This is an optimization exercise on Yosys and OpenROAD, whose aim is small area, not a production implementation.
RTL that was checked went through simulation tests only; none was proved equivalent to the original.

==> run a: inputs <==
// blram_dp_top
module blram_dp_top (
    input  logic        clk,
    input  logic        rst,
    output logic        init_busy,
    input  logic        a_en,
    input  logic        a_we,
    input  logic [6:0]  a_addr,
    input  logic [15:0] a_din,
    output logic [15:0] a_dout,
    input  logic        b_en,
    input  logic        b_we,
    input  logic [6:0]  b_addr,
    input  logic [15:0] b_din,
    output logic [15:0] b_dout,
    output logic        collision
);
==> module blram_dp, before the edit <==
module blram_dp #(
    parameter int DW = 16
) (
    input  logic          clk,
    input  logic          rst,
    output logic          init_busy,
    input  logic          a_en,
    input  logic          a_we,
    input  logic [6:0]    a_addr,
    input  logic [DW-1:0] a_din,
    output logic [DW-1:0] a_dout,
    input  logic          b_en,
    input  logic          b_we,
    input  logic [6:0]    b_addr,
    input  logic [DW-1:0] b_din,
    output logic [DW-1:0] b_dout,
    output logic          collision
);
    localparam int AW    = 7;
    localparam int DEPTH = 128;
    logic          busy_q;
    logic [AW-1:0] clr_q;
    logic          ph_q;
    logic          coll_q;
    logic          a_v_q, b_v_q;
    logic [DW-1:0] a_s1_q, a_s2_q, b_s1_q, b_s2_q;
    logic          run;
    logic          a_wr, b_wr, same_addr, b_wr_eff, wa_any;
    logic [AW-1:0] pa_addr;
    logic [DW-1:0] ga, gb;
    assign run       = !busy_q;
    assign same_addr = (a_addr == b_addr);
    assign a_wr      = run && a_en && a_we;
    assign b_wr      = run && b_en && b_we;
    assign b_wr_eff  = b_wr && !(a_wr && same_addr);
    assign wa_any  = busy_q || a_wr;
    assign pa_addr = busy_q ? clr_q : a_addr;
    assign ga = {DW{wa_any}} & ((busy_q ? {DW{1'b0}} : a_din) ^ {DW{ph_q}});
    assign gb = {DW{b_wr_eff}} & (b_din ^ {DW{ph_q}});
    logic [DEPTH-1:0] ra, rb, sh;
    for (genvar w = 0; w < DEPTH; w++) begin : g_dec
        assign ra[w] = (pa_addr == AW'(w));
        assign rb[w] = (b_addr == AW'(w));
        assign sh[w] = !((ra[w] && wa_any) || (rb[w] && b_wr_eff));
    end
    logic [DEPTH*DW-1:0] mem_q;
    for (genvar w = 0; w < DEPTH; w++) begin : g_word
        for (genvar i = 0; i < DW; i++) begin : g_bit
            blram_bit u_bit (
                .clk(clk), .sa(ra[w]), .ga(ga[i]), .sb(rb[w]), .gb(gb[i]),
                .sh(sh[w]), .q(mem_q[w*DW+i])
            );
        end
    end
    logic [DW-1:0] a_raw, b_raw;
    for (genvar i = 0; i < DW; i++) begin : g_col
        logic [DEPTH-1:0] col;
        for (genvar w = 0; w < DEPTH; w++) begin : g_w
            assign col[w] = mem_q[w*DW+i];
        end
        blram_rdcol u_rda (.s(ra), .q(col), .y(a_raw[i]));
        blram_rdcol u_rdb (.s(rb), .q(col), .y(b_raw[i]));
    end
    logic [DW-1:0] a_rd, b_rd;
    assign a_rd = a_we ? a_din : (a_raw ^ {DW{ph_q}});
    assign b_rd = b_we ? ((a_wr && same_addr) ? a_din : b_din) : (b_raw ^ {DW{ph_q}});
    always_ff @(posedge clk or posedge rst) begin
        if (rst) begin
            busy_q <= 1'b1;
            clr_q  <= '0;
            ph_q   <= 1'b0;
            coll_q <= 1'b0;
            a_v_q  <= 1'b0;
            b_v_q  <= 1'b0;
            a_s1_q <= '0;
            b_s1_q <= '0;
            a_s2_q <= '0;
            b_s2_q <= '0;
        end else begin
            ph_q <= !ph_q;
            if (busy_q) begin
                clr_q <= clr_q + AW'(1);
                if (clr_q == AW'(DEPTH - 1)) busy_q <= 1'b0;
            end
            coll_q <= a_wr && b_wr && same_addr;
            a_v_q  <= run && a_en;
            b_v_q  <= run && b_en;
            if (run && a_en) a_s1_q <= a_rd;
            if (run && b_en) b_s1_q <= b_rd;
            if (a_v_q) a_s2_q <= a_s1_q;
            if (b_v_q) b_s2_q <= b_s1_q;
        end
    end
    assign init_busy = busy_q;
    assign collision = coll_q;
    assign a_dout    = a_s2_q;
    assign b_dout    = b_s2_q;
endmodule
Settings: LEC_CHECK=0, CAP_MARGIN=40, CORE_MARGIN=2, CORE_UTILIZATION=35, PLACE_DENSITY=0.5, SLEW_MARGIN=40, SYNTH_HIERARCHICAL=1; clock period 4.5 ns.
run.sh (not shown) runs the stock make flow with config.mk's settings and CLKGATE_MAP_FILE= SYNTH_SCRIPT=/design/flow/synth_recipe.tcl, a recipe that flattens the netlist after the stock synthesis.
==> run b: changes against run a <==
--- a/flow/design.v
+++ b/flow/design.v
@@ -68,2 +68,29 @@
     blram_nand3 u_l4 (.a(l3[0]), .b(l3[1]), .c(l3[2]), .y(y));
+endmodule
+module blram_dec7 (
+    input  logic [6:0]   addr,
+    output logic [127:0] sel
+);
+    logic [7:0]  lo;
+    logic [15:0] hi;
+    for (genvar k = 0; k < 8; k++) begin : g_lo
+        assign lo[k] = (addr[2:0] == 3'(k));
+    end
+    for (genvar k = 0; k < 16; k++) begin : g_hi
+        assign hi[k] = (addr[6:3] == 4'(k));
+    end
+    for (genvar w = 0; w < 128; w++) begin : g_sel
+        assign sel[w] = hi[w/8] & lo[w%8];
+    end
+endmodule
+module blram_oreg (
+    input  logic clk,
+    input  logic rst,
+    input  logic d,
+    output logic q
+);
+    always_ff @(posedge clk or posedge rst) begin
+        if (rst) q <= 1'b0;
+        else     q <= d;
+    end
 endmodule
@@ -90,24 +117,23 @@
     logic          busy_q;
-    logic [AW-1:0] clr_q;
     logic          ph_q;
-    logic          coll_q;
-    logic          a_v_q, b_v_q;
-    logic [DW-1:0] a_s1_q, a_s2_q, b_s1_q, b_s2_q;
-    logic          run;
-    logic          a_wr, b_wr, same_addr, b_wr_eff, wa_any;
+    logic          a_en_q, a_we_q, b_en_q, b_we_q;
+    logic [AW-1:0] a_addr_q, b_addr_q;
+    logic [DW-1:0] a_din_q, b_din_q;
+    logic [DW-1:0] a_dout_q, b_dout_q, a_dout_d, b_dout_d;
+    logic          a_wr, b_wr, same_addr, a_wins, b_wr_eff, wa_any;
     logic [AW-1:0] pa_addr;
     logic [DW-1:0] ga, gb;
-    assign run       = !busy_q;
-    assign same_addr = (a_addr == b_addr);
-    assign a_wr      = run && a_en && a_we;
-    assign b_wr      = run && b_en && b_we;
-    assign b_wr_eff  = b_wr && !(a_wr && same_addr);
+    assign same_addr = (a_addr_q == b_addr_q);
+    assign a_wr      = a_en_q && a_we_q;
+    assign b_wr      = b_en_q && b_we_q;
+    assign a_wins    = a_wr && same_addr;
+    assign b_wr_eff  = b_wr && !a_wins;
     assign wa_any  = busy_q || a_wr;
-    assign pa_addr = busy_q ? clr_q : a_addr;
-    assign ga = {DW{wa_any}} & ((busy_q ? {DW{1'b0}} : a_din) ^ {DW{ph_q}});
-    assign gb = {DW{b_wr_eff}} & (b_din ^ {DW{ph_q}});
+    assign pa_addr = a_addr_q;
+    assign ga = {DW{wa_any}} & ((busy_q ? {DW{1'b0}} : a_din_q) ^ {DW{ph_q}});
+    assign gb = {DW{b_wr_eff}} & (b_din_q ^ {DW{ph_q}});
     logic [DEPTH-1:0] ra, rb, sh;
+    blram_dec7 u_deca (.addr(pa_addr), .sel(ra));
+    blram_dec7 u_decb (.addr(b_addr_q), .sel(rb));
     for (genvar w = 0; w < DEPTH; w++) begin : g_dec
-        assign ra[w] = (pa_addr == AW'(w));
-        assign rb[w] = (b_addr == AW'(w));
         assign sh[w] = !((ra[w] && wa_any) || (rb[w] && b_wr_eff));
@@ -132,30 +158,46 @@
     end
-    logic [DW-1:0] a_rd, b_rd;
-    assign a_rd = a_we ? a_din : (a_raw ^ {DW{ph_q}});
-    assign b_rd = b_we ? ((a_wr && same_addr) ? a_din : b_din) : (b_raw ^ {DW{ph_q}});
+    logic          a_rsel, b_rsel, a_ld, b_ld, a_ph_q, b_ph_q;
+    logic [DW-1:0] a_oth, b_oth;
+    assign a_rsel   = a_en_q && !a_we_q;
+    assign b_rsel   = b_en_q && !b_we_q;
+    assign a_ld     = a_en_q;
+    assign b_ld     = b_en_q;
+    assign a_oth    = a_wr ? ga : a_dout_q;
+    assign b_oth    = b_wr ? (a_wins ? ga : gb) : b_dout_q;
+    assign a_dout_d = a_rsel ? a_raw : a_oth;
+    assign b_dout_d = b_rsel ? b_raw : b_oth;
+    for (genvar i = 0; i < DW; i++) begin : g_oreg
+        blram_oreg u_a (.clk(clk), .rst(rst), .d(a_dout_d[i]), .q(a_dout_q[i]));
+        blram_oreg u_b (.clk(clk), .rst(rst), .d(b_dout_d[i]), .q(b_dout_q[i]));
+    end
+    always_ff @(posedge clk) begin
+        b_addr_q <= b_addr;
+        a_din_q  <= a_din;
+        b_din_q  <= b_din;
+    end
     always_ff @(posedge clk or posedge rst) begin
         if (rst) begin
-            busy_q <= 1'b1;
-            clr_q  <= '0;
-            ph_q   <= 1'b0;
-            coll_q <= 1'b0;
-            a_v_q  <= 1'b0;
-            b_v_q  <= 1'b0;
-            a_s1_q <= '0;
-            b_s1_q <= '0;
-            a_s2_q <= '0;
-            b_s2_q <= '0;
+            busy_q   <= 1'b1;
+            a_addr_q <= '0;
+            ph_q     <= 1'b0;
+            a_en_q   <= 1'b0;
+            a_ph_q   <= 1'b0;
+            b_ph_q   <= 1'b0;
+            a_we_q   <= 1'b0;
+            b_en_q   <= 1'b0;
+            b_we_q   <= 1'b0;
         end else begin
             ph_q <= !ph_q;
-            if (busy_q) begin
-                clr_q <= clr_q + AW'(1);
-                if (clr_q == AW'(DEPTH - 1)) busy_q <= 1'b0;
+            if (a_ld) a_ph_q <= ph_q;
+            if (b_ld) b_ph_q <= ph_q;
+            if (busy_q && a_addr_q != AW'(DEPTH - 1)) begin
+                a_addr_q <= a_addr_q + AW'(1);
+            end else begin
+                a_addr_q <= a_addr;
             end
-            coll_q <= a_wr && b_wr && same_addr;
-            a_v_q  <= run && a_en;
-            b_v_q  <= run && b_en;
-            if (run && a_en) a_s1_q <= a_rd;
-            if (run && b_en) b_s1_q <= b_rd;
-            if (a_v_q) a_s2_q <= a_s1_q;
-            if (b_v_q) b_s2_q <= b_s1_q;
+            if (busy_q && a_addr_q == AW'(DEPTH - 1)) busy_q <= 1'b0;
+            a_en_q <= !busy_q && a_en;
+            a_we_q <= a_we;
+            b_en_q <= !busy_q && b_en;
+            b_we_q <= b_we;
         end
@@ -163,5 +205,5 @@
     assign init_busy = busy_q;
-    assign collision = coll_q;
-    assign a_dout    = a_s2_q;
-    assign b_dout    = b_s2_q;
+    assign collision = a_wins && b_wr;
+    assign a_dout    = a_dout_q ^ {DW{a_ph_q}};
+    assign b_dout    = b_dout_q ^ {DW{b_ph_q}};
 endmodule
Settings changed: CAP_MARGIN 40 to 10, CORE_UTILIZATION 35 to 40, SETUP_SLACK_MARGIN set to 0.35, SLEW_MARGIN 40 to 10.
==> flow_summary.json <==
{
  "status": "complete, but fails checks",
  "so_faults": "negative setup slack",
  "setup_viol": 5,
  "ir_drop_v": 0.000376,
  "clkTransAtPathRegs_ns": 0.07,
  "avgSynthCellArea_um2": 12.3,
  "rows": 182,
  "met3_usage_pct": 9.84,
  "ff2ff_path_depth": 17,
  "clkLatencyLatePin_ns": 0.93,
  "worst_slack_ns": -0.126,
  "whs_ns": 0.374
}
the above is filed under run a

==> flow_summary.json <==
{
  "setup_viol": 0,
  "met3_usage_pct": 9.21,
  "core-area_um2": 215000,
  "cap_viol_max_count": 0,
  "avgSynthCellArea_um2": 12.5,
  "status": "timing/DRC/antenna clean",
  "ir_drop_v": 0.000406,
  "worst_slack_ns": 0.241,
  "rows": 170,
  "clockBufferDepth": 3,
  "ff2ff_path_depth": 12,
  "synthTopCellsByCount": "a222oi_1 (3392), dfxtp_1 (2087), nand4_1 (326)"
}
the above is filed under run b

No functional check of the RTL was part of run a.

-- separate check: timing with driven ports --
In the flow no input, the clock included, has a driving cell. The finished layouts below were timed again as built, in two steps. Step 1 assumes that a clkbuf_16 drives the clock port and a buf_2 every other input. Step 2 also shifts input and output timing later by t, the mid clock arrival at the registers, as if the neighbouring blocks saw the same clock. a / b / c = ideal ports / drivers / drivers and shift; a / b = the first two.
run | t (ns) | slack for setup (ns) | worst register clock-pin slew, ns
run a | 0.979 | -0.126 / -0.126 / -0.928 | 0.07 / 0.07
run b | 0.960 | 0.241 / 0.241 / 0.241 | 0.07 / 0.07
The setup slack of run a, which loses most, moves by 0.000 ns with the drivers and by -0.802 ns with both steps.
